Source: an optimization exercise on an open RTL-to-GDS flow (aim: small area, a short achievable clock period and few clock cycles). Production flows keep margins and buffers that such runs may drop.
Function was not checked in any run shown here: the RTL went through the layout flow alone.
Power and IR drop assume default switching activity.

<file path="flow/design.v">
package msp_pkg;
  localparam int DATA_W    = 32;
  localparam int CFG_W     = 5;
  localparam int CFG_IDX_W = 1;
  localparam int COUNT_W   = 10;
  localparam int MAX_DIM   = 8;
  localparam int IDX_W     = 3;
endpackage
module msp_ctrl (
  input  logic                         clk_i,
  input  logic                         rst_ni,
  input  logic                         in_valid_i,
  output logic                         in_ready_o,
  input  logic                         cfg_we_i,
  input  logic [msp_pkg::CFG_IDX_W-1:0] cfg_idx_i,
  input  logic [msp_pkg::CFG_W-1:0]    cfg_data_i,
  input  logic                         cnt_valid_d_i,
  output logic                         take_o,
  output logic                         first_row_o,
  output logic                         first_col_o,
  output logic                         last_col_o,
  output logic                         last_o,
  output logic [msp_pkg::IDX_W-1:0]    col_o,
  output logic [msp_pkg::MAX_DIM-1:0]  col_oh_o
);
  localparam int IW = msp_pkg::IDX_W;
  logic [IW-1:0] rm1_q, cm1_q, rm1_d, cm1_d;    
  logic [IW-1:0] row_q, col_q, row_d, col_d;    
  logic          ready_q;    
  logic          last_pos_d;
  logic [msp_pkg::CFG_W-1:0] cfg_m1;
  logic [IW-1:0]             cfg_eff_m1;
  assign cfg_m1 = cfg_data_i - 5'd1;
  always_comb begin
    if (cfg_data_i == 5'd0)      cfg_eff_m1 = 3'd0;
    else if (cfg_data_i > 5'd8)  cfg_eff_m1 = 3'd7;
    else                         cfg_eff_m1 = cfg_m1[IW-1:0];
  end
  assign take_o      = in_valid_i && ready_q;
  assign first_row_o = (row_q == '0);
  assign first_col_o = (col_q == '0);
  assign last_col_o  = (col_q == cm1_q);
  assign last_o      = last_col_o && (row_q == rm1_q);
  assign col_o       = col_q;
  always_comb begin
    col_oh_o = '0;
    col_oh_o[col_q] = 1'b1;
  end
  logic lp_cur, lp_next, lp_cfg, cfg_small, busy, stall_d;
  assign lp_cur    = last_o;
  assign cfg_small = (cfg_data_i[4:1] == 4'd0);
  always_comb begin
    if (last_o)          lp_next = (rm1_q == 3'd0) && (cm1_q == 3'd0);
    else if (last_col_o) lp_next = (row_q + 3'd1 == rm1_q) && (cm1_q == 3'd0);
    else                 lp_next = (row_q == rm1_q) && (col_q + 3'd1 == cm1_q);
  end
  assign lp_cfg = cfg_small && ((cfg_idx_i == 1'b0) ? (cm1_q == 3'd0) : (rm1_q == 3'd0));
  always_comb begin
    rm1_d = rm1_q;
    cm1_d = cm1_q;
    row_d = row_q;
    col_d = col_q;
    if (cfg_we_i) begin
      if (cfg_idx_i == 1'b0) rm1_d = cfg_eff_m1;
      else                   cm1_d = cfg_eff_m1;
      row_d = '0;
      col_d = '0;
    end else if (take_o) begin
      if (last_col_o) begin
        col_d = '0;
        row_d = (row_q == rm1_q) ? '0 : row_q + 3'd1;
      end else begin
        col_d = col_q + 3'd1;
      end
    end
    last_pos_d = cfg_we_i ? lp_cfg : (take_o ? lp_next : lp_cur);
    busy    = cnt_valid_d_i || (take_o && last_o);
    stall_d = last_pos_d && busy;
  end
  always_ff @(posedge clk_i or negedge rst_ni) begin
    if (!rst_ni) begin
      rm1_q   <= 3'd3;
      cm1_q   <= 3'd3;
      row_q   <= '0;
      col_q   <= '0;
      ready_q <= 1'b0;
    end else begin
      rm1_q   <= rm1_d;
      cm1_q   <= cm1_d;
      row_q   <= row_d;
      col_q   <= col_d;
      ready_q <= !stall_d;
    end
  end
  assign in_ready_o = ready_q;
endmodule
module msp_cmp #(
  parameter int W = 32
) (
  input  logic [W-1:0] a_i,
  input  logic [W-1:0] b_i,
  output logic         gt_o,
  output logic         eq_o
);
  logic [W-1:0] g, e;
  always_comb begin
    g = a_i & ~b_i;
    e = ~(a_i ^ b_i);
    g[W-1] = ~a_i[W-1] & b_i[W-1];
    for (int n = W / 2; n >= 1; n = n / 2) begin
      for (int k = 0; k < n; k++) begin
        g[k] = g[2*k+1] | (e[2*k+1] & g[2*k]);
        e[k] = e[2*k+1] & e[2*k];
      end
    end
  end
  assign gt_o = g[0];
  assign eq_o = e[0];
endmodule
module msp_datapath (
  input  logic                               clk_i,
  input  logic                               rst_ni,
  input  logic [msp_pkg::DATA_W-1:0]         elem_value_i,
  input  logic                               take_i,
  input  logic                               first_row_i,
  input  logic                               first_col_i,
  input  logic                               last_col_i,
  input  logic                               last_i,
  input  logic [msp_pkg::IDX_W-1:0]          col_i,
  input  logic [msp_pkg::MAX_DIM-1:0]        col_oh_i,
  input  logic                               cnt_ready_i,
  output logic                               cnt_valid_o,
  output logic                               cnt_valid_d_o,
  output logic [msp_pkg::COUNT_W-1:0]        count_o
);
  localparam int DW = msp_pkg::DATA_W;
  localparam int N  = msp_pkg::MAX_DIM;
  localparam int IW = msp_pkg::IDX_W;
  logic [DW-1:0] cmin_q [N];
  logic [DW-1:0] cmax_q [N];
  logic [N-1:0]  ka_q, kb_q;           
  logic [DW-1:0] rmax_q, rmin_q;       
  logic [IW-1:0] jmax_q, jmin_q;       
  logic          umax_q, umin_q;       
  logic          nmax_q, nmin_q;       
  logic          va_q;
  logic [DW-1:0] xa_q;
  logic          a_first_row_q, a_first_col_q, a_last_col_q, a_last_q;
  logic [IW-1:0] a_col_q;
  logic [DW-1:0] pmin_q, pmax_q;       
  logic          new_rmax, new_rmin, new_cmin, new_cmax;
  logic [DW-1:0] pmin_d, pmax_d;
  logic          same_col, fwd_min, fwd_max;
  assign same_col = va_q && col_oh_i[a_col_q];
  assign fwd_min  = same_col && new_cmin;
  assign fwd_max  = same_col && new_cmax;
  always_comb begin
    pmin_d = '0;
    pmax_d = '0;
    for (int j = 0; j < N; j++) begin
      pmin_d |= cmin_q[j] & {DW{col_oh_i[j]}};
      pmax_d |= cmax_q[j] & {DW{col_oh_i[j]}};
    end
    if (fwd_min) pmin_d = xa_q;
    if (fwd_max) pmax_d = xa_q;
  end
  always_ff @(posedge clk_i or negedge rst_ni) begin
    if (!rst_ni) va_q <= 1'b0;
    else         va_q <= take_i;
  end
  always_ff @(posedge clk_i) begin
    xa_q          <= elem_value_i;
    a_first_row_q <= first_row_i;
    a_first_col_q <= first_col_i;
    a_last_col_q  <= last_col_i;
    a_last_q      <= last_i;
    a_col_q       <= col_i;
    pmin_q        <= pmin_d;
    pmax_q        <= pmax_d;
  end
  logic gt_rmax, eq_rmax, lt_rmin, eq_rmin;
  logic lt_cmin, eq_cmin, gt_cmax, eq_cmax;
  msp_cmp #(.W(DW)) u_cmp_rmax (.a_i(xa_q),   .b_i(rmax_q), .gt_o(gt_rmax), .eq_o(eq_rmax));
  msp_cmp #(.W(DW)) u_cmp_rmin (.a_i(rmin_q), .b_i(xa_q),   .gt_o(lt_rmin), .eq_o(eq_rmin));
  msp_cmp #(.W(DW)) u_cmp_cmin (.a_i(pmin_q), .b_i(xa_q),   .gt_o(lt_cmin), .eq_o(eq_cmin));
  msp_cmp #(.W(DW)) u_cmp_cmax (.a_i(xa_q),   .b_i(pmax_q), .gt_o(gt_cmax), .eq_o(eq_cmax));
  logic          umax_f, umin_f, nmax_f, nmin_f;
  logic [IW-1:0] jmax_f, jmin_f;
  logic [N-1:0]  a_col_oh, clr_a, clr_b, keep_a, keep_b, ka_d, kb_d;
  logic          start;
  logic          cnt_a, cnt_b;
  assign new_rmax = a_first_col_q || gt_rmax;
  assign new_rmin = a_first_col_q || lt_rmin;
  assign new_cmin = a_first_row_q || lt_cmin;
  assign new_cmax = a_first_row_q || gt_cmax;
  assign umax_f = new_rmax || (!eq_rmax && umax_q);
  assign umin_f = new_rmin || (!eq_rmin && umin_q);
  assign jmax_f = new_rmax ? a_col_q  : jmax_q;
  assign jmin_f = new_rmin ? a_col_q  : jmin_q;
  assign nmax_f = new_rmax ? new_cmin : nmax_q;
  assign nmin_f = new_rmin ? new_cmax : nmin_q;
  assign start = a_first_row_q && a_first_col_q;
  always_comb begin
    a_col_oh = '0;
    a_col_oh[a_col_q] = 1'b1;
  end
  assign clr_a  = a_col_oh & {N{new_cmin || eq_cmin}};
  assign clr_b  = a_col_oh & {N{new_cmax || eq_cmax}};
  assign keep_a = ka_q & ~clr_a & {N{!start}};
  assign keep_b = kb_q & ~clr_b & {N{!start}};
  always_comb begin
    ka_d = ka_q;
    kb_d = kb_q;
    if (va_q) begin
      ka_d = keep_a;
      kb_d = keep_b;
      if (a_last_col_q) begin
        if (umax_f && nmax_f) ka_d[jmax_f] = 1'b1;
        if (umin_f && nmin_f) kb_d[jmin_f] = 1'b1;
      end
    end
  end
  assign cnt_a = (umax_f && nmax_f) || (|keep_a);
  assign cnt_b = (umin_f && nmin_f) || (|keep_b);
  always_ff @(posedge clk_i) begin
    if (va_q) begin
      if (new_rmax) begin
        rmax_q <= xa_q;
        jmax_q <= a_col_q;
      end
      if (new_rmin) begin
        rmin_q <= xa_q;
        jmin_q <= a_col_q;
      end
      umax_q <= umax_f;
      umin_q <= umin_f;
      nmax_q <= nmax_f;
      nmin_q <= nmin_f;
      for (int j = 0; j < N; j++) begin
        if (a_col_q == IW'(j)) begin
          if (new_cmin) cmin_q[j] <= xa_q;
          if (new_cmax) cmax_q[j] <= xa_q;
        end
      end
    end
    ka_q <= ka_d;
    kb_q <= kb_d;
  end
  logic       cv_q, cv_d;
  logic [1:0] cnt_q;
  assign cv_d = (va_q && a_last_q) || (cv_q && !cnt_ready_i);
  always_ff @(posedge clk_i or negedge rst_ni) begin
    if (!rst_ni) cv_q <= 1'b0;
    else         cv_q <= cv_d;
  end
  always_ff @(posedge clk_i) begin
    if (va_q && a_last_q) cnt_q <= {cnt_a && cnt_b, cnt_a ^ cnt_b};
  end
  assign cnt_valid_o   = cv_q;
  assign cnt_valid_d_o = cv_d;
  assign count_o       = {{(msp_pkg::COUNT_W - 2){1'b0}}, cnt_q};
endmodule
module matrix_saddle_point_count #(
  parameter int MAX_ROWS = 8,
  parameter int MAX_COLS = 8
) (
  input  logic                              clk_i,
  input  logic                              rst_ni,
  input  logic                              elem_valid_i,
  output logic                              elem_ready_o,
  input  logic signed [msp_pkg::DATA_W-1:0] elem_value_i,
  output logic                              count_valid_o,
  input  logic                              count_ready_i,
  output logic [msp_pkg::COUNT_W-1:0]       count_o,
  input  logic                              cfg_we_i,
  input  logic [msp_pkg::CFG_IDX_W-1:0]     cfg_idx_i,
  input  logic [msp_pkg::CFG_W-1:0]         cfg_data_i
);
  logic                       take, first_row, first_col, last_col, last;
  logic [msp_pkg::MAX_DIM-1:0] col_oh;
  logic [msp_pkg::IDX_W-1:0]   col;
  logic                       cnt_valid_d;
  msp_ctrl u_ctrl (
    .clk_i         (clk_i),
    .rst_ni        (rst_ni),
    .in_valid_i    (elem_valid_i),
    .in_ready_o    (elem_ready_o),
    .cfg_we_i      (cfg_we_i),
    .cfg_idx_i     (cfg_idx_i),
    .cfg_data_i    (cfg_data_i),
    .cnt_valid_d_i (cnt_valid_d),
    .take_o        (take),
    .first_row_o   (first_row),
    .first_col_o   (first_col),
    .last_col_o    (last_col),
    .last_o        (last),
    .col_o         (col),
    .col_oh_o      (col_oh)
  );
  msp_datapath u_datapath (
    .clk_i         (clk_i),
    .rst_ni        (rst_ni),
    .elem_value_i  (elem_value_i),
    .take_i        (take),
    .first_row_i   (first_row),
    .first_col_i   (first_col),
    .last_col_i    (last_col),
    .last_i        (last),
    .col_i         (col),
    .col_oh_i      (col_oh),
    .cnt_ready_i   (count_ready_i),
    .cnt_valid_o   (count_valid_o),
    .cnt_valid_d_o (cnt_valid_d),
    .count_o       (count_o)
  );
endmodule
</file>
<file path="flow/flow/run.sh">
#!/bin/bash
set -euo pipefail
sed -e 's/SETUP_SLACK_MARGIN=[0-9.]*/SETUP_SLACK_MARGIN=5.5/' standard.sh > standard_tight.sh
bash standard_tight.sh > standard.log 2>&1
</file>
<file path="flow/standard.sh">
#!/bin/bash
# synth_recipe.tcl (not shown) runs the flow's synth.tcl, then flattens the netlist and writes it again
# the make line also repeats each setting of config.mk as NAME=value (left out here)
make -C /OpenROAD-flow-scripts/flow DESIGN_CONFIG=/design/flow/config.mk WORK_HOME=/design/flow/orfs CLKGATE_MAP_FILE= SYNTH_SCRIPT=/design/flow/synth_recipe.tcl "${@:-finish}"
</file>
<file path="flow/config.mk">
export PLATFORM = sky130hd
export DESIGN_NAME = matrix_saddle_point_count
export DESIGN_NICKNAME = matrix_saddle_point_count
export VERILOG_FILES = /design/flow/design.v
export SDC_FILE = /design/flow/constraint.sdc
export NUM_CORES = 4
export LEC_CHECK = 0
export CAP_MARGIN = 20
export CORE_MARGIN = 2
export CORE_UTILIZATION = 35
export PLACE_DENSITY = 0.5
export SETUP_SLACK_MARGIN = 5
export SLEW_MARGIN = 20
export SYNTH_MEMORY_MAX_BITS = 16384
</file>
<file path="flow/constraint.sdc">
create_clock -name core_clock -period 8.0 [get_ports {clk_i}]
set_input_delay 1.6000 -clock core_clock [delete_from_list [all_inputs] [get_ports {clk_i}]]
set_output_delay 1.6000 -clock core_clock [all_outputs]
set_load 0.01 [all_outputs]
</file>
==> flow_summary.yaml, run 1 <==
run_status:
  status: "no timing/DRC/antenna violations"
critical_path:
  crit_chain: "inv_2, ha_4, a21o_1, a221o_1, a221oi_4, o21ai_4, a211oi_4, buf_6, mux2i_4, ha_4, mux4_2, inv_2, o31ai_1"
  rr_worst_depth: 13
  crit_path_start_kind: "register"
  cp_num_buf_inv: 3
  regToRegSetupSlack_ns: 4.55
  slowest_stage: "a221oi_4"
  crit_path_end_kind: "register"
  cpLargestDelayFamily: "compound AO/OA/AOI/OAI gates"
  crit_required_ns: 8.36
  critPathMaxStageDelay_ns: 0.45
  path_max_fanout: 5
  crit_arrival_ns: 3.82
  path_class: "register to register"
  r2r_end: "u_datapath.ka_q[4]"
  worst_r2r_startpoint: "u_datapath.rmax_q[18]"
finish:
  final_cell_mix: "604 x edfxtp_1, 159 x a22oi_1, 129 x buf_4"
  layout-drive-gt1-share: 0.331
  diodes: 0
  nNetsFinal: 2535
  fillers: 6944
  final_common_cell: "edfxtp_1"
  area_delta_synth_final_pct: 38.1
die:
  dieArea_um2: 85500
  core_um2: 82200
  rows: 105
  start_util: 0.354
  ios: 55
  fp.dieW_um: 292
  die_h_um: 292
place:
  port_buffers: 46
  globalplace.congestion: 0.798
  detailed_place_hpwl_um: 43100
global_routing:
  grt_start_max_net_pins: 60
  grt_overflow: 0
  grt_pass1_vias: 19100
  grt_pass1_wl_um: 144000
  antenna_found_initial: 0
  grt_use_total: 0.238
sta:
  setup_violations: 0
  holdWs_ns: 0.512
  post-route-period-util: 0.432
  rsz0062_at_grt: "yes"
  hold_viol: 0
  worst_slew_pin_slew_ns: 0.743
  relSlewSlack: 0.505
  min_period_ns: 3.45
  fmax_mhz: 290
  skew_ns: 0.0155
  setup_tns_ns: 0
  slew_violations: 0
routing:
  drt-total-wl_um: 106000
  vias: 19700
  ant_nets: 0
  drt-pass1-iter-count: 5
  route.detailed.drc: 0
  drt_iter0_drc: 2114
  wire_per_inst_um: 30.6
  via_per_inst: 5.66
power:
  vdd_drop_max_uv: 127
  p_comb_frac: 0.164
  pwr-share-clk: 0.379
  fin_total_pwr_mw: 9.62
  power.density_nw_per_um2: 239
  p_seq_frac: 0.457
  p_sw_frac: 0.260
  p_sw_mw: 2.50
  internal-power_mw: 7.12
  leakage_nw: 14.3
min_path:
  worstHoldPathCells: 2
  hold_start: "u_ctrl.rm1_q[0]"
  hold_path.class: "register to register"
  min_to: "u_ctrl.rm1_q[0]"
cts:
  htreeDepth: 3
  insertion_delay_ns: 0.63
  cts_sinks: 722
  clk_pin_slew_ns: 0.06
  clockRootBuffer: "clkbuf_16"
  cts_inserted_buffers: 81
  cts_tree: "done"
  clockBufferDepth: 3
synth:
  yosys_warnings: 5
  ys_types: 66
  ys_seq_elements: 722
  synth-edff-count: 604
  ys.flop_type: "edfxtp_1"
  avgSynthCellArea_um2: 15.0
  ys_seq_area_frac: 0.707
  syn_area_um2: 29100
  synthCells: 1935
  async_reset_ff_frac: 0.0208
job:
  drv_cap: 0
logic make-up (layout without fill, tap and decap cells):
kind of cell	count (synthesis)	after routing	synth area share
DFF	722	722	0.707
buffers and inverters	210	674	0.0284
and+or+nand+nor	326	327	0.0542
other	1	8	0.000129
AOI/OAI and AO/OA	399	399	0.0997
xor gates and xnor gates	14	14	0.00447
muxes	110	110	0.0406
adders and majority gates	153	153	0.0657
cells in the mapped netlist (all sizes together), types with 4 or more instances:
library cell | instances | area [µm²]
nand4 | 24 | 150
nand3 | 73 | 365
nor4 | 8 | 50.1
dfrtp | 11 | 275
buf | 21 | 119
xor2 | 6 | 52.6
and2 | 8 | 50.1
mux2i | 72 | 721
dfstp | 4 | 105
a21oi | 70 | 350
xnor2 | 8 | 77.6
a31o | 4 | 35.0
o211ai | 10 | 75.1
o21ai | 34 | 174
nor2b | 8 | 50.1
and4 | 7 | 61.3
nor2 | 55 | 206
a221oi | 71 | 628
dfxtp | 103 | 2060
edfxtp | 604 | 18100
ha | 152 | 1900
a211oi | 7 | 62.6
nor3 | 23 | 115
clkbuf | 65 | 244
o32ai | 5 | 43.8
inv | 124 | 465
mux2 | 35 | 394
a21o | 13 | 97.6
a22oi | 159 | 1190
nand2 | 98 | 368
o31ai | 7 | 52.6
per-stage QoR:
step           utilization  setup slack, ns  std cells  instance area [µm²]
6_report             0.489             4.55       3477                40200
5_1_grt              0.489             4.43       3477                40200
4_1_cts              0.473             4.58       3424                38900
3_5_place_dp         0.384             3.40       3006                31600
3_3_place_gp         0.384             3.46       3006                31600
2_1_floorplan            -             4.87       1942                30000
cell type report:
cell class | count | area (µm²) | share of cell area
flip-flops and latches | 722 | 20700 | 0.515
multi-input cells | 1011 | 9480 | 0.236
repair buffers | 400 | 5580 | 0.139
clock buffers | 107 | 2200 | 0.0547
well taps | 1070 | 1340 | 0.0333
inverters | 124 | 526 | 0.0131
clock inverters | 43 | 373 | 0.00927
timing repair:
action | CTS | global route
gates resized for setup | 342 | 105
setup endpoints to repair | 673 | 677
hold buffers | 0 | 0
pin swaps | 49 | 49
buffers inserted | 221 | 35
gates cloned | 47 | 18
sequential cells by signal, indices dropped and copies added (netlist names), 2 cells and up:
signal	cells
u_datapath.jmax_q	3
u_datapath.cmin_q	256
u_datapath.rmin_q	32
u_ctrl.rm1_q	3
u_ctrl.cm1_q	3
u_ctrl.col_q	3
u_ctrl.row_q	3
u_datapath.pmin_q	32
u_datapath.ka_q	8
u_datapath.pmax_q	32
u_datapath.cnt_q	2
u_datapath.kb_q	8
u_datapath.jmin_q	3
u_datapath.a_col_q	3
u_datapath.xa_q	32
u_datapath.rmax_q	32
u_datapath.cmax_q	256
per-layer routing:
layer / vias to the layer above / routed length [µm] / global-route usage
met5: - / 0 / 0
met4: 0 / 3370 / 0.0648
met3: 181 / 9030 / 0.0461
met2: 907 / 48900 / 0.382
li1: 8406 / - / -
met1: 10200 / 45000 / 0.330
worst reg2reg max path: cells and delay by family (launching register included):
family	cells	cell delay [ns]
flip-flops	1	0.38
buffers and inverters	3	0.32
adder cells (fa/ha/maj)	2	0.40
AO/OA/AOI/OAI	6	1.45
multiplexers	2	0.64
how the worst max path moves through the flow:
stage | depth (start not counted) | from | to | slack, ns
6_report | 13 | u_datapath.rmax_q[18] | u_datapath.ka_q[4] | 4.55
5_1_grt | 13 | u_datapath.rmax_q[18] | u_datapath.ka_q[6] | 4.43
4_1_cts | 13 | u_datapath.rmax_q[18] | u_datapath.ka_q[4] | 4.58
3_5_place_dp | 12 | u_ctrl.col_q[0] | u_datapath.pmin_q[5] | 3.40
3_3_place_gp | 12 | u_ctrl.col_q[0] | u_datapath.pmin_q[12] | 3.46
2_1_floorplan | 11 | u_datapath.xa_q[13] | u_datapath.kb_q[4] | 4.87
power by group through the flow:
stage | clock, mW | combinational [mW] | sequential [mW]
after floorplan | 0 | 0.660 | 4.45
after global placement | 0 | 0.956 | 4.49
after detailed placement | 0 | 0.971 | 4.49
after CTS | 3.69 | 1.43 | 4.39
after global routing | 3.85 | 1.68 | 4.41
final | 3.65 | 1.58 | 4.39
==> run 2, diff against run 1 <==
--- a/flow/config.mk
+++ b/flow/config.mk
@@ -8,6 +8,8 @@
 export CAP_MARGIN = 20
 export CORE_MARGIN = 2
 export CORE_UTILIZATION = 35
+export CTS_CLUSTER_DIAMETER = 80
+export CTS_CLUSTER_SIZE = 30
 export PLACE_DENSITY = 0.5
 export SETUP_SLACK_MARGIN = 5
 export SLEW_MARGIN = 20
==> run 2 against run 1 <==
Against the previous run:
- highest routed layer unchanged
- combinational power about the same
- largest cell class unchanged
- still clean
- maximum frequency up 0.48%
- largest power group unchanged
- critical path depth unchanged
- die area unchanged
- register-to-register slack better by 0.02 ns
==> flow_summary.yaml, run 2 <==
run_status:
  status: "no timing/DRC/antenna violations"
synth:
  yosys.cell_count.top_type: "edfxtp_1"
  avgSynthCellArea_um2: 15.0
  synth_top_area_frac: 0.623
  synth-edff-count: 604
  ys_seq_elements: 722
  ys_top_cells_by_count: "604 x edfxtp_1, 159 x a22oi_1, 152 x ha_1, 124 x inv_1, 103 x dfxtp_1"
  yosys_warnings: 5
  async_reset_ff_frac: 0.0208
  ys_seq_area_frac: 0.707
  ys_types: 66
  ys.flop_type: "edfxtp_1"
  synthTopCellsByArea: "edfxtp_1 62%, dfxtp_1 7.1%, ha_1 6.5%"
  synth_area_leader_cell: "edfxtp_1"
  synthCells: 1935
  syn_area_um2: 29100
sta:
  slew_violations: 0
  min_period_ns: 3.44
  rsz0062_at_grt: "yes"
  post-route-period-util: 0.430
  hold_viol: 0
  setup_tns_ns: 0
  skew_ns: 0.0443
  relSlewSlack: 0.515
  fmax_mhz: 291
  setup_violations: 0
  worst_slew_pin_slew_ns: 0.725
critical_path:
  crit_path_start_kind: "register"
  crit_end: "u_datapath.ka_q[6]"
  crit_arrival_ns: 3.80
  path_class: "register to register"
  worst_r2r_startpoint: "u_datapath.rmax_q[18]"
  setup.worst_path.start: "u_datapath.rmax_q[18]"
  crit_path_end_kind: "register"
  r2r_end: "u_datapath.ka_q[6]"
  crit_required_ns: 8.37
  path_max_fanout: 6
  regToRegSetupSlack_ns: 4.56
  rr_worst_depth: 13
place:
  detailed_place_hpwl_um: 43100
  globalplace.congestion: 0.798
  port_buffers: 46
power:
  fin_total_pwr_mw: 8.39
  pwr-share-clk: 0.289
  p_sw_mw: 2.39
  power.density_nw_per_um2: 215
  p_sw_frac: 0.284
  vdd_drop_max_uv: 141
  p_comb_frac: 0.188
  internal-power_mw: 6.00
  p_seq_frac: 0.523
  leakage_nw: 13.7
routing:
  route.detailed.drc: 0
  ant_nets: 0
  drt-total-wl_um: 106000
  via_per_inst: 5.64
  drt-pass1-iter-count: 5
  wire_per_inst_um: 31.0
  vias: 19200
  drt_iter0_drc: 2068
job:
  drv_cap: 0
die:
  ios: 55
  fp.dieW_um: 292
  core_um2: 82200
  dieArea_um2: 85500
  start_util: 0.354
  die_h_um: 292
  rows: 105
finish:
  layout-drive-gt1-share: 0.317
  fillers: 6972
  nNetsFinal: 2500
  largest_registers: "u_datapath.cmax_q: 256 flops, u_datapath.cmin_q: 256 flops"
  final_cell_mix: "604 x edfxtp_1, 159 x a22oi_1, 131 x buf_4"
  area_delta_synth_final_pct: 34.2
  diodes: 0
  final_common_cell: "edfxtp_1"
cts:
  cts_tree: "done"
  clockRootBuffer: "clkbuf_16"
  insertion_delay_ns: 0.63
  clk_pin_slew_ns: 0.10
  cts_inserted_buffers: 39
  htreeDepth: 2
  clockBufferDepth: 3
  hold_buffers: 0
  cts_sinks: 722
global_routing:
  grt_overflow: 0
  grt_use_total: 0.234
  antenna_found_initial: 1
  grt_pass1_wl_um: 142000
  grt_pass1_vias: 18800
  grt_start_max_net_pins: 60
min_path:
  hold_path.class: "register to register"
run 2: area by class of cell:
type / instances / area, µm² / area share
Clock inverter: 25 / 382 / 0.00977
Multi-Input combinational cell: 1011 / 9350 / 0.239
Sequential cell: 722 / 20700 / 0.530
Timing Repair Buffer: 407 / 5770 / 0.148
Clock buffer: 47 / 1010 / 0.0258
Tap cell: 1070 / 1340 / 0.0343
Inverter: 124 / 508 / 0.0130
run 2: logic make-up (layout without fill, tap and decap cells):
group | count (synthesis) | after routing | share of synthesized area
flops | 722 | 722 | 0.707
compound gates | 399 | 399 | 0.0997
fa+ha+maj | 153 | 153 | 0.0657
xor+xnor | 14 | 14 | 0.00447
buf+inv | 210 | 603 | 0.0284
mux | 110 | 110 | 0.0406
simple gates | 326 | 327 | 0.0542
other cells | 1 | 8 | 0.000129
run 2: worst min-delay path by stage:
| stage | cells past startpoint | startpoint | to | slack [ns] |
|---|---|---|---|---|
| after detailed placement | 0 | u_ctrl.col_q[2] | u_datapath.a_col_q[2] | 0.49 |
| after floorplan | 0 | u_ctrl.col_q[2] | u_datapath.a_col_q[2] | 0.44 |
| after CTS | 2 | u_ctrl.rm1_q[0] | u_ctrl.rm1_q[0] | 0.52 |
| final | 2 | u_ctrl.rm1_q[0] | u_ctrl.rm1_q[0] | 0.50 |
| after global placement | 0 | u_ctrl.col_q[2] | u_datapath.a_col_q[2] | 0.47 |
| after global routing | 2 | u_ctrl.rm1_q[0] | u_ctrl.rm1_q[0] | 0.53 |
run 2: power by group through the flow:
stage / clock network [mW] / logic (mW) / registers (mW)
2_1_floorplan: 0 / 0.660 / 4.45
3_3_place_gp: 0 / 0.956 / 4.49
3_5_place_dp: 0 / 0.971 / 4.49
4_1_cts: 2.48 / 1.45 / 4.38
5_1_grt: 2.59 / 1.67 / 4.41
6_report: 2.42 / 1.57 / 4.39
run 2: stage by stage:
| step | utilization | std cells | hold WS (ns) | area, µm² | worst slack, ns |
|---|---|---|---|---|---|
| after CTS | 0.460 | 3353 | 0.519 | 37800 | 4.57 |
| after global placement | 0.384 | 3006 | 0.469 | 31600 | 3.46 |
| final | 0.475 | 3406 | 0.501 | 39100 | 4.56 |
| after detailed placement | 0.384 | 3006 | 0.490 | 31600 | 3.40 |
| after global routing | 0.475 | 3406 | 0.526 | 39100 | 4.47 |
| after floorplan | - | 1942 | 0.437 | 30000 | 4.87 |
run 2: what timing repair did:
| item | in CTS | in global routing |
|---|---|---|
| setup endpoints to repair | 674 | 677 |
| setup buffers | 225 | 33 |
| resized for setup | 341 | 92 |
| pin swaps | 54 | 46 |
| cloned | 50 | 20 |
run 2: worst max-delay path, stage by stage (launching register included):
cell and delay, ns:
edfxtp_1 0.40, inv_2 0.08, ha_4 0.20, a21o_1 0.15
a221o_1 0.39, a221oi_4 0.46, o21ai_4 0.14, a211oi_4 0.26
buf_6 0.19, mux2i_4 0.31, ha_4 0.21, buf_4 0.14
xor2_4 0.18, o32ai_2 0.10
run 2: per-layer routing:
metal  share of wire  GRT usage  up-vias
met4           0.045     0.0767        0
met1            0.42      0.324     9937
li1                -          -     8298
met5               0          0        -
met3           0.072     0.0327      193
met2            0.46      0.381      778
==> run 3, diff against run 2 <==
--- a/flow/design.v
+++ b/flow/design.v
@@ -185,9 +185,10 @@
   msp_cmp #(.W(DW)) u_cmp_cmin (.a_i(pmin_q), .b_i(xa_q),   .gt_o(lt_cmin), .eq_o(eq_cmin));
   msp_cmp #(.W(DW)) u_cmp_cmax (.a_i(xa_q),   .b_i(pmax_q), .gt_o(gt_cmax), .eq_o(eq_cmax));
   logic          umax_f, umin_f, nmax_f, nmin_f;
-  logic [IW-1:0] jmax_f, jmin_f;
-  logic [N-1:0]  a_col_oh, clr_a, clr_b, keep_a, keep_b, ka_d, kb_d;
-  logic          start;
+  logic [N-1:0]  a_col_oh, jmax_oh, jmin_oh, base_a, base_b;
+  logic [N-1:0]  keep_a, keep_b, set_a, set_b, ka_d, kb_d;
+  logic          start, other_a, other_b, cur_a, cur_b;
+  logic          old_a, old_b, row_a, row_b;
   logic          cnt_a, cnt_b;
   assign new_rmax = a_first_col_q || gt_rmax;
   assign new_rmin = a_first_col_q || lt_rmin;
@@ -195,33 +196,37 @@
   assign new_cmax = a_first_row_q || gt_cmax;
   assign umax_f = new_rmax || (!eq_rmax && umax_q);
   assign umin_f = new_rmin || (!eq_rmin && umin_q);
-  assign jmax_f = new_rmax ? a_col_q  : jmax_q;
-  assign jmin_f = new_rmin ? a_col_q  : jmin_q;
   assign nmax_f = new_rmax ? new_cmin : nmax_q;
   assign nmin_f = new_rmin ? new_cmax : nmin_q;
-  assign start = a_first_row_q && a_first_col_q;
   always_comb begin
     a_col_oh = '0;
+    jmax_oh  = '0;
+    jmin_oh  = '0;
     a_col_oh[a_col_q] = 1'b1;
+    jmax_oh[jmax_q]   = 1'b1;
+    jmin_oh[jmin_q]   = 1'b1;
   end
-  assign clr_a  = a_col_oh & {N{new_cmin || eq_cmin}};
-  assign clr_b  = a_col_oh & {N{new_cmax || eq_cmax}};
-  assign keep_a = ka_q & ~clr_a & {N{!start}};
-  assign keep_b = kb_q & ~clr_b & {N{!start}};
-  always_comb begin
-    ka_d = ka_q;
-    kb_d = kb_q;
-    if (va_q) begin
-      ka_d = keep_a;
-      kb_d = keep_b;
-      if (a_last_col_q) begin
-        if (umax_f && nmax_f) ka_d[jmax_f] = 1'b1;
-        if (umin_f && nmin_f) kb_d[jmin_f] = 1'b1;
-      end
-    end
-  end
-  assign cnt_a = (umax_f && nmax_f) || (|keep_a);
-  assign cnt_b = (umin_f && nmin_f) || (|keep_b);
+  assign start  = a_first_row_q && a_first_col_q;
+  assign base_a = ka_q & {N{!start}};
+  assign base_b = kb_q & {N{!start}};
+  assign other_a = |(base_a & ~a_col_oh);
+  assign other_b = |(base_b & ~a_col_oh);
+  assign cur_a   = |(base_a & a_col_oh);
+  assign cur_b   = |(base_b & a_col_oh);
+  assign old_a   = umax_q && nmax_q;
+  assign old_b   = umin_q && nmin_q;
+  assign keep_a = base_a & ~(a_col_oh & {N{new_cmin || eq_cmin}});
+  assign keep_b = base_b & ~(a_col_oh & {N{new_cmax || eq_cmax}});
+  assign row_a  = new_rmax ? new_cmin : (!eq_rmax && old_a);
+  assign row_b  = new_rmin ? new_cmax : (!eq_rmin && old_b);
+  assign set_a  = {N{a_last_col_q}} & (new_rmax ? (a_col_oh & {N{new_cmin}})
+                                                : (jmax_oh & {N{!eq_rmax && old_a}}));
+  assign set_b  = {N{a_last_col_q}} & (new_rmin ? (a_col_oh & {N{new_cmax}})
+                                                : (jmin_oh & {N{!eq_rmin && old_b}}));
+  assign ka_d   = va_q ? (keep_a | set_a) : ka_q;
+  assign kb_d   = va_q ? (keep_b | set_b) : kb_q;
+  assign cnt_a = row_a || other_a || (cur_a && !new_cmin && !eq_cmin);
+  assign cnt_b = row_b || other_b || (cur_b && !new_cmax && !eq_cmax);
   always_ff @(posedge clk_i) begin
     if (va_q) begin
       if (new_rmax) begin
==> run 3 against run 2 <==
Against the previous run:
- clock power hardly changed
- clock skew is 0.0032 ns lower
- final cell count is 1.9% higher
- first-iteration DRC count is 11% higher
- combinational power hardly changed
- sequential power hardly changed
- synthesized cell count is 1.9% higher
- flip-flop and latch count stayed put
- die area is 0.99% higher
- design area is 0.37% higher
==> flow_summary.yaml, run 3 <==
run_status:
  status: "no timing/DRC/antenna violations"
place:
  detailed_place_hpwl_um: 46700
  placed_cells: 3048
  port_buffers: 46
  place_ws_ns: 3.74
  placedInstanceArea_um2: 31700
  globalplace.congestion: 0.817
critical_path:
  worst_r2r_startpoint: "u_datapath.xa_q[21]"
  path_class: "register to register"
  r2r_end: "u_datapath.cmin_q[5][4]"
  crit_path_start_kind: "register"
  crit_arrival_ns: 3.45
  regToRegSetupSlack_ns: 4.85
  rr_worst_depth: 11
  crit_required_ns: 8.30
  path_max_fanout: 6
  crit_path_end_kind: "register"
die:
  dieArea_um2: 86400
  die_h_um: 294
  core_um2: 83400
  ios: 55
  rows: 106
  start_util: 0.353
  fp.dieW_um: 294
finish:
  final_common_cell: "edfxtp_1"
  largest_registers: "u_datapath.cmax_q: 256 flops, u_datapath.cmin_q: 256 flops"
  postLayoutCellArea_um2: 39200
  fillers: 7082
  area_delta_synth_final_pct: 33.3
  nNetsFinal: 2556
  final_cell_mix: "604 x edfxtp_1, 153 x a22oi_1, 151 x buf_4"
  diodes: 0
  utilization: 0.470
  finalNonFillerCells: 3471
  layout-drive-gt1-share: 0.317
routing:
  vias: 19800
  wire_per_inst_um: 31.1
  drt_iter0_drc: 2297
  drt-pass1-iter-count: 5
  route.detailed.drc: 0
  via_per_inst: 5.69
  drt-total-wl_um: 108000
  ant_nets: 0
sta:
  worst_slew_pin_slew_ns: 0.843
  setup_violations: 0
  post-route-period-util: 0.394
  hold_viol: 0
  timing.final.ws_setup_ns: 4.85
  min_period_ns: 3.15
  slew_violations: 0
  relSlewSlack: 0.438
  fmax_mhz: 318
  rsz0062_at_grt: "yes"
  holdWs_ns: 0.466
  skew_ns: 0.0411
  setup_tns_ns: 0
synth:
  syn_area_um2: 29400
  ys_types: 72
  synth_top_area_frac: 0.617
  avgSynthCellArea_um2: 14.9
  synthTopCellsByArea: "edfxtp_1 62%, dfxtp_1 7.0%, ha_1 6.5%"
  synth_area_leader_cell: "edfxtp_1"
  yosys_warnings: 5
  async_reset_ff_frac: 0.0208
  synthCells: 1972
  ys_seq_elements: 722
  ys_top_cells_by_count: "604 x edfxtp_1, 153 x a22oi_1, 152 x ha_1, 118 x inv_1, 103 x dfxtp_1"
  ys.flop_type: "edfxtp_1"
  synth-edff-count: 604
  yosys.cell_count.top_type: "edfxtp_1"
  ys_seq_area_frac: 0.700
global_routing:
  grt_use_met3: 0.0287
  grt_pass1_wl_um: 145000
  grt_use_total: 0.237
  grt_start_max_net_pins: 57
  busiest_layer: "met2"
  grt_overflow: 0
  grt_pass1_vias: 19400
  antenna_found_initial: 1
  use_met1: 0.319
  use_met2: 0.400
cts:
  htreeDepth: 2
  cts_inserted_buffers: 38
  insertion_delay_ns: 0.62
  clockBufferDepth: 3
  cts_tree: "done"
  cts_sinks: 722
  clk_pin_slew_ns: 0.11
  hold_buffers: 0
  clockRootBuffer: "clkbuf_16"
power:
  power.density_nw_per_um2: 213
  vdd_drop_max_uv: 136
  fin_total_pwr_mw: 8.36
  leakage_nw: 14.3
min_path:
  hold_path.class: "register to register"
  min_to: "u_datapath.a_col_q[2]"
  worstHoldPathCells: 0
  hold_start: "u_ctrl.col_q[2]"
job:
  drv_cap: 0
==> run 3: worst max-delay path by stage <==
stage                                   start                        to  cells after the start  slack (ns)
after detailed placement  u_datapath.xa_q[30]  u_datapath.cmin_q[7][18]                      9        3.74
after global placement    u_datapath.xa_q[30]  u_datapath.cmin_q[7][18]                      9        3.75
after CTS                 u_datapath.xa_q[30]   u_datapath.cmin_q[6][9]                      9        5.02
after global routing      u_datapath.xa_q[21]   u_datapath.cmin_q[5][4]                     11        4.83
final                     u_datapath.xa_q[21]   u_datapath.cmin_q[5][4]                     11        4.85
after floorplan           u_datapath.xa_q[26]   u_datapath.cmin_q[5][0]                      8        4.91
==> run 3: critical path: stages, from the launching register on <==
cell     delay (ns)
dfxtp_4        0.40
inv_1          0.11
ha_4           0.28
nand4_1        0.17
buf_4          0.20
nor4_4         0.31
or2b_1         0.30
o22ai_4        0.26
nor2_4         0.13
nor3_4         0.27
buf_6          0.20
buf_12         0.18
==> run 3: power breakdown <==
part | internal [mW] | switching (mW)
clock network | 1.02 | 1.38
logic | 0.699 | 0.864
registers | 4.28 | 0.105
total | 6.00 | 2.35
==> run 3: kinds of logic after synthesis <==
| family | synth area share |
|---|---|
| buf+inv | 0.0289 |
| simple gates | 0.0611 |
| other cells | 0.000128 |
| fa+ha+maj | 0.0654 |
| mux | 0.0444 |
| xor+xnor | 0.00417 |
| flops | 0.700 |
| compound gates | 0.0961 |
==> run 3: cell type report <==
type | instances | area [µm²] | share of cell area
Sequential cell | 722 | 20700 | 0.528
Multi-Input combinational cell | 1061 | 9610 | 0.245
Timing Repair Buffer | 419 | 5690 | 0.145
Tap cell | 1080 | 1350 | 0.0345
Clock buffer | 44 | 1040 | 0.0265
Inverter | 119 | 483 | 0.0123
Clock inverter | 26 | 322 | 0.00820
==> run 3: metal layers <==
layer  wire (µm)  part of all wire  vias up
li1            -                 -     8482
met1       44600              0.41    10300
met2       51800              0.48      833
met3        7340             0.068      174
met4        4280             0.040        0
met5           0                 0        -
==> run 3: what timing repair did <==
action,4_1_cts,5_1_grt
buffers inserted,262,26
pin swaps,100,40
hold endpoints to repair,0,0
setup endpoints to repair,676,676
gates cloned,47,18
gates resized for setup,379,55
==> run 4, diff against run 3 <==
==> flow/run.sh (new file) <==
#!/bin/bash
# synth_recipe.tcl (not shown) runs the flow's synth.tcl, then flattens the netlist and writes it again
# the make line also repeats each setting of config.mk as NAME=value (left out here)
make -C /OpenROAD-flow-scripts/flow DESIGN_CONFIG=/design/flow/config.mk WORK_HOME=/design/flow/orfs CLKGATE_MAP_FILE= SYNTH_SCRIPT=/design/flow/synth_recipe.tcl finish
removed: flow/flow/run.sh
removed: flow/standard.sh
==> run 4 against run 3 <==
Against the previous run:
- clock-buffer cell count grew 1
- non-clock buffer count shrank 100
- maximum frequency grew 2.6%
- total power shrank 1.2%
==> flow_summary.yaml, run 4 <==
global_routing:
  grt_pass1_wl_um: 137000
  grt_overflow: 0
  antenna_found_initial: 2
  grt_pass1_vias: 18200
  grt_use_total: 0.223
  grt_start_max_net_pins: 45
critical_path:
  slowest_stage: "nor4bb_4"
  crit_chain: "buf_4, ha_1, and4_2, nor4bb_4, nand3_2, and3_2, nand2_4, o2111ai_2, ha_2"
  crit_required_ns: 8.37
  crit_arrival_ns: 3.44
  critPathMaxStageDelay_ns: 0.45
  crit_path_end_kind: "register"
  path_max_fanout: 7
  rr_worst_depth: 9
  path_class: "register to register"
  crit_path_start_kind: "register"
finish:
  utilization: 0.441
  seq_area_um2: 20700
  nNetsFinal: 2453
  area_delta_synth_final_pct: 25.1
  final_cell_mix: "604 x edfxtp_1, 153 x a22oi_1, 147 x buf_4"
  layout-drive-gt1-share: 0.245
  final_common_cell: "edfxtp_1"
  fillers: 7293
  largest_registers: "u_datapath.cmax_q: 256 flops, u_datapath.cmin_q: 256 flops"
  multi_input_area_um2: 8850
  diodes: 0
power:
  leakage_nw: 13.4
  pwr-share-clk: 0.303
  p_sw_frac: 0.282
  p_sw_mw: 2.33
  p_seq_frac: 0.531
  vdd_drop_max_uv: 139
  power.density_nw_per_um2: 224
  p_comb_frac: 0.166
  internal-power_mw: 5.93
cts:
  clockRootBuffer: "clkbuf_16"
  cts_inserted_buffers: 39
  htreeDepth: 2
  hold_buffers: 0
  clockBufferDepth: 3
  cts_sinks: 722
  cts_tree: "done"
  clk_pin_slew_ns: 0.11
  insertion_delay_ns: 0.63
sta:
  min_period_ns: 3.07
  slew_violations: 0
  worst_slew_pin_slew_ns: 0.877
  rsz0062_at_grt: "yes"
  skew_ns: 0.0455
  relSlewSlack: 0.415
  fmax_mhz: 326
  setup_violations: 0
  post-route-period-util: 0.384
  hold_viol: 0
  setup_tns_ns: 0
routing:
  via_per_inst: 5.64
  drt_iter0_drc: 2079
  ant_nets: 0
  vias: 19000
  drt-pass1-iter-count: 6
  wire_per_inst_um: 30.7
  drt-total-wl_um: 104000
  route.detailed.drc: 0
synth:
  synth-edff-count: 604
  muxShareOfSynthArea: 0.0444
  synthAdderAreaFrac: 0.0654
  avgSynthCellArea_um2: 14.9
  async_reset_ff_frac: 0.0208
  yosys_warnings: 5
  synthCells: 1972
  yosys.cell_count.top_type: "edfxtp_1"
  synthTopCellsByArea: "edfxtp_1 62%, dfxtp_1 7.0%, ha_1 6.5%"
  ys_top_cells_by_count: "604 x edfxtp_1, 153 x a22oi_1, 152 x ha_1, 118 x inv_1, 103 x dfxtp_1"
  ys_seq_elements: 722
  synth_top_family_by_area: "compound AO/OA/AOI/OAI gates"
  synth-compound-area-share: 0.0961
  syn_area_um2: 29400
  synth_xor_area_frac: 0.00417
  ys_seq_area_frac: 0.700
  ys_types: 72
  synth_area_leader_cell: "edfxtp_1"
  yosys.area_share.simple: 0.0611
  synth_top_area_frac: 0.617
  ys.flop_type: "edfxtp_1"
place:
  detailed_place_hpwl_um: 47700
  globalplace.congestion: 0.840
  port_buffers: 46
die:
  start_util: 0.353
  die_h_um: 294
  core_um2: 83400
  rows: 106
  ios: 55
  fp.dieW_um: 294
  dieArea_um2: 86400
run_status:
  status: "no timing/DRC/antenna violations"
job:
  drv_cap: 0
min_path:
  worstHoldPathCells: 2
  hold_path.class: "register to register"
==> run 4: cell counts after synthesis <==
No cell type changed its count.
==> run 4: power by group through the flow <==
stage               combinational, mW  sequential (mW)  clock, mW
global route                     1.47             4.40       2.67
global placement                0.959             4.49          0
floorplan                       0.637             4.45          0
detailed placement              0.963             4.50          0
CTS                              1.23             4.38       2.55
finish                           1.37             4.38       2.51
==> run 4: worst paths after layout <==
check | endpoint | slack, ns | from
max in group asynchronous | u_ctrl.col_q[2] | 6.08 | rst_ni
min reg2reg | u_ctrl.rm1_q[0] | 0.51 | u_ctrl.rm1_q[0]
min in group asynchronous | u_ctrl.ready_q | 1.41 | rst_ni
max reg2reg | u_datapath.cnt_q[0] | 4.93 | u_datapath.xa_q[15]
min | u_ctrl.rm1_q[0] | 0.51 | u_ctrl.rm1_q[0]
max | u_datapath.cnt_q[0] | 4.93 | u_datapath.xa_q[15]
==> run 4: critical path, delay by kind of cell (launching register included) <==
family,cells,cell delay (ns)
flops,1,0.41
compound gates,1,0.19
fa+ha+maj,2,0.63
buf+inv,1,0.15
simple gates,5,1.42
==> run 4: per-layer routing <==
layer	wire length, µm	global-route usage	up-vias
met5	0	0	-
met4	3520	0.0599	0
met2	47800	0.362	780
met1	44500	0.313	9819
met3	7750	0.0341	156
li1	-	-	8250
==> run 4: layout make-up <==
type | instances | area share
tap | 1080 | 0.0367
inverter | 119 | 0.0127
multi-input combinational | 1057 | 0.241
timing repair buffer | 319 | 0.108
clock inverter | 27 | 0.0107
clock buffer | 45 | 0.0286
sequential | 722 | 0.563
==> run 4: logic make-up after synthesis <==
kind of cell,Yosys count
other,1
multiplexers,121
AO/OA/AOI/OAI,394
adder cells (fa/ha/maj),154
flip-flops,722
buffers and inverters,204
XOR/XNOR,14
AND/OR/NAND/NOR,362
==> run 4: timing repair <==
action | 4_1_cts | 5_1_grt
pin swaps | 44 | 40
setup buffers | 121 | 76
resized for setup | 184 | 99
setup endpoints to repair | 674 | 603
gates cloned | 24 | 21
==> run 4: metrics by stage <==
step | cell area [µm²] | worst slack, ns | hold slack (ns) | total power [mW] | std cells
after floorplan | 29700 | 4.91 | 0.437 | 5.08 | 1979
after global placement | 31400 | 3.10 | 0.496 | 5.45 | 3054
after detailed placement | 31400 | 3.16 | 0.497 | 5.46 | 3055
after CTS | 35300 | 4.82 | 0.513 | 8.16 | 3272
after global routing | 36800 | 4.89 | 0.511 | 8.54 | 3369
final | 36800 | 4.93 | 0.509 | 8.26 | 3369

[separate check: timing with driven ports]
No port has a modelled driver above. Below, the same layouts with a new extraction and two added sets of constraints.
Step 1 (the two cells are an assumption about what drives the block):
set clk [get_ports {clk_i}]
set_driving_cell -lib_cell sky130_fd_sc_hd__clkbuf_16 $clk
set_driving_cell -lib_cell sky130_fd_sc_hd__buf_2 [delete_from_list [all_inputs] $clk]
Step 2 also shifts input and output timing later by t, the mid clock arrival at the registers, as if the neighbouring blocks saw the same clock.
Three values: ideal, step 1, step 2; two values: the first two.
run | t, ns | setup slack, ns | worst hold slack (ns) | worst data-port slew with drivers (ns)
run 1 | 0.690 | 4.546 / 4.546 / 4.546 | 0.512 / 0.512 / 0.512 | 0.07
run 2 | 0.677 | 4.562 / 4.562 / 4.562 | 0.501 / 0.501 / 0.501 | 0.07
run 3 | 0.664 | 4.851 / 4.851 / 4.851 | 0.466 / 0.466 / 0.466 | 0.07
run 4 | 0.678 | 4.931 / 4.931 / 4.531 | 0.509 / 0.509 / 0.509 | 0.08
After both steps setup and hold are still met in every run listed. For run 4, which loses most, drivers alone change the setup slack by 0.000 ns; drivers and shift together by -0.400 ns.
